Source: an optimization exercise on an open RTL-to-GDS flow (aim: small area and a short achievable clock period). Production flows keep margins and buffers that such runs may drop. In this exercise RTL edits were held to simulation tests only and were not proved equivalent to the original. Power is estimated from default activity; no workload was simulated.

Setup of v7:
==> flow/design.v (excerpt) <==
module linx_uart_tx_fifo
#(
  parameter int DEPTH = linx_uart_pkg::LINX_UART_FIFO_DEPTH,
  parameter int OVF_W = 16,
  localparam int AW = $clog2(DEPTH)
) (
  input  logic                   clk,
  input  logic                   rst,
  input  logic                   flush,
  input  logic                   in_valid,
  input  logic [linx_uart_pkg::UART_BYTE_W-1:0] in_byte,
  input  logic                   pop,
  output logic                   out_valid,
  output logic [linx_uart_pkg::UART_BYTE_W-1:0] out_byte,
  output logic [AW:0]            count,
  output logic                   empty,
  output logic                   full,
  output logic                   overflow,
  output logic [OVF_W-1:0]       overflow_cnt,
  output logic [31:0]            byte_total
);
  localparam int BW = linx_uart_pkg::UART_BYTE_W;
  logic [DEPTH/16-1:0]    r_wrow;
  logic [15:0]            r_wcol;
  logic [AW-5:0]          r_rrow;
  logic [15:0]            r_rcol;
  logic [AW:0]            r_count;
  logic                   r_empty, r_one, r_two;
  logic                   r_overflow;
  logic [OVF_W-1:0]       r_ovf_cnt;
  logic [31:0]            r_byte_total;
  logic [BW-1:0]          r_head;
  logic                   r_stg_vld;
  ...
clock: 5.5 ns
lec_check: 0
cap_margin: 20
core_margin: 2
core_utilization: 40
cts_cluster_diameter: 120
cts_cluster_size: 24
place_density: 0.72
setup_slack_margin: 3
slew_margin: 20
tns_end_percent: 10
run.sh (not shown) runs the stock make flow with config.mk's settings and CLKGATE_MAP_FILE= SYNTH_SCRIPT=/design/flow/synth_recipe.tcl, a recipe that flattens the netlist after the stock synthesis.
v7: full flow OK, the timing, DRC and antenna checks passed
Edits applied to the flow inputs when going from v7 to v20:
Settings: a change of SETUP_SLACK_MARGIN from 3 to 3.2; a deleted PLACE_DENSITY that had been 0.72.
[summary]
- Looking at largest stage delay on the critical path, v20 sits 0.32 ns above v7.
- v20 ends up with higher non-clock buffering overhead in the final layout than v7 does.
- Between v20 and v7, the difference in post-detailed-route via-to-cell ratio is negligible.
- What v20 reported for buffer count from post-CTS setup fixing has to be multiplied by 0.24 to get the figure for v7.
- Going from v7 to v20, logic gate share of total power did not really move, utilization now sits higher.
--- input diff v20..v8 ---
Settings: PLACE_DENSITY now 0.75, previously not set; SETUP_SLACK_MARGIN now 3.3, was 3.2.
[summary]
- The critical path depth number comes out lower for v20 vs v8.
- Wire length in v8 vs v20: down 2.4%
- Delta (v8 minus v20): layout buffer count excluding clock buffers increased by 3.4% relative to the old numbers, HPWL after detailed placement decreased by about 4.5% relative to the old numbers, fraction of the cycle the final worst path needs closely matched the old numbers.
- There was hardly any difference in maximum frequency between v8 and v20.
### v8 -> v51
Settings: PLACE_DENSITY no longer set, was 0.75.
Results
Final checks on v51, whose flow otherwise completed, came back failing, citing antenna violations. v51 vs v8, sequential share of layout area went down by 0.68 points. Re overall power of the completed layout: v8 was lower than v51. Compared to v8, v51 has routed wire length 5.8% higher. Run comparison: v51 termination of the worst setup path u_ram.r_mem[509]$_DFFE_PP_; v8 termination of the worst setup path r_head[6]$_SDFFE_PP0P_.

* * *

Starting RTL as in the previous note.
clock: 5.5 ns
lec_check: 0
cap_margin: 20
core_margin: 2
core_utilization: 40
cts_cluster_diameter: 120
cts_cluster_size: 24
place_density: 0.64
setup_slack_margin: 3.2
slew_margin: 20
tns_end_percent: 10
Change:
PLACE_DENSITY = default   (was 0.64)
SETUP_SLACK_MARGIN = 3   (was 3.2)
TNS_END_PERCENT = default   (was 10)
Non-clock buffer count came out lower by 40.
Maximum frequency came out lower by 3.0%.
First-iteration DRC count came out lower by 7.8%.
Count of clock-buffer cells in the layout came out higher by 6.

* * *

## TR
linx_uart_tx_fifo, a different RTL version from the one above (not shown whole).
Size in the first run: roughly 4300 cells after synthesis, roughly 2100 flip-flops, about 82 I/O pins, roughly 84000 um^2 of cells after synthesis.
==> flow/design.v (excerpt) <==
module linx_uart_tx_fifo
#(
  parameter int DEPTH = linx_uart_pkg::LINX_UART_FIFO_DEPTH,
  parameter int OVF_W = 16,
  localparam int AW = $clog2(DEPTH)
) (
  input  logic                   clk,
  input  logic                   rst,
  input  logic                   flush,
  input  logic                   in_valid,
  input  logic [linx_uart_pkg::UART_BYTE_W-1:0] in_byte,
  input  logic                   pop,
  output logic                   out_valid,
  output logic [linx_uart_pkg::UART_BYTE_W-1:0] out_byte,
  output logic [AW:0]            count,
  output logic                   empty,
  output logic                   full,
  output logic                   overflow,
  output logic [OVF_W-1:0]       overflow_cnt,
  output logic [31:0]            byte_total
);
clock: 5.5 ns
lec_check: 0
cap_margin: 20
core_margin: 2
core_utilization: 40
cts_cluster_diameter: 120
cts_cluster_size: 24
setup_slack_margin: 3
slew_margin: 20
TR | stages: all done | timing, DRC, antenna: all pass
Input changes introduced in JK (baseline for comparison: TR):
- CTS_CLUSTER_DIAMETER removed (was 120)
- CTS_CLUSTER_SIZE removed (was 24)
Findings:
The met1 track demand over resource was comparable across JK and TR.
JK finished every step from synthesis to the final layout, and the layout passed the timing, DRC and antenna checks.
Where slack of the worst reg-to-reg path is concerned, TR is outperformed by JK.
On combined global-route utilization of all metal layers, JK and TR are neck and neck.
Summary — power, JK relative to TR: higher, by 22%.

-- afterwards: timing with drivers on the ports --
The flow's constraints put no driver on any port. The routed layouts listed below were extracted and timed again, unchanged, in two steps. Step 1, drivers: a clkbuf_16 drives clk and a buf_2 each remaining input, both assumed. Step 2 also shifts input and output timing later by t, the mid clock arrival at the registers, as if the neighbouring blocks saw the same clock. Three values: ideal, step 1, step 2; two values: the first two.
| run | shift t [ns] | setup WS [ns] | slew at the worst register clock pin (ns) | cell pins on the clock port's net |
|---|---|---|---|---|
| v7 | 0.873 | 2.877 / 2.835 / 2.262 | 0.10 / 0.10 | 1 |
| v20 | 0.859 | 3.021 / 2.945 / 2.391 | 0.11 / 0.11 | 1 |
| v8 | 0.846 | 3.022 / 2.941 / 2.358 | 0.11 / 0.11 | 1 |
| v51 | 0.861 | 3.034 / 2.948 / 2.428 | 0.11 / 0.11 | 1 |
| the first run of note 2 | 0.861 | 3.001 / 2.954 / 2.328 | 0.11 / 0.11 | 1 |
| the second run of note 2 | 0.877 | 2.923 / 2.919 / 2.210 | 0.11 / 0.11 | 1 |
| TR | 0.877 | 2.273 / 2.273 / 1.861 | 0.11 / 0.11 | 1 |
| JK | 0.928 | 2.338 / 2.338 / 1.845 | 0.07 / 0.07 | 1 |
For the second run of note 2, which loses most, drivers alone change the setup slack by -0.004 ns; drivers and shift together by -0.713 ns.
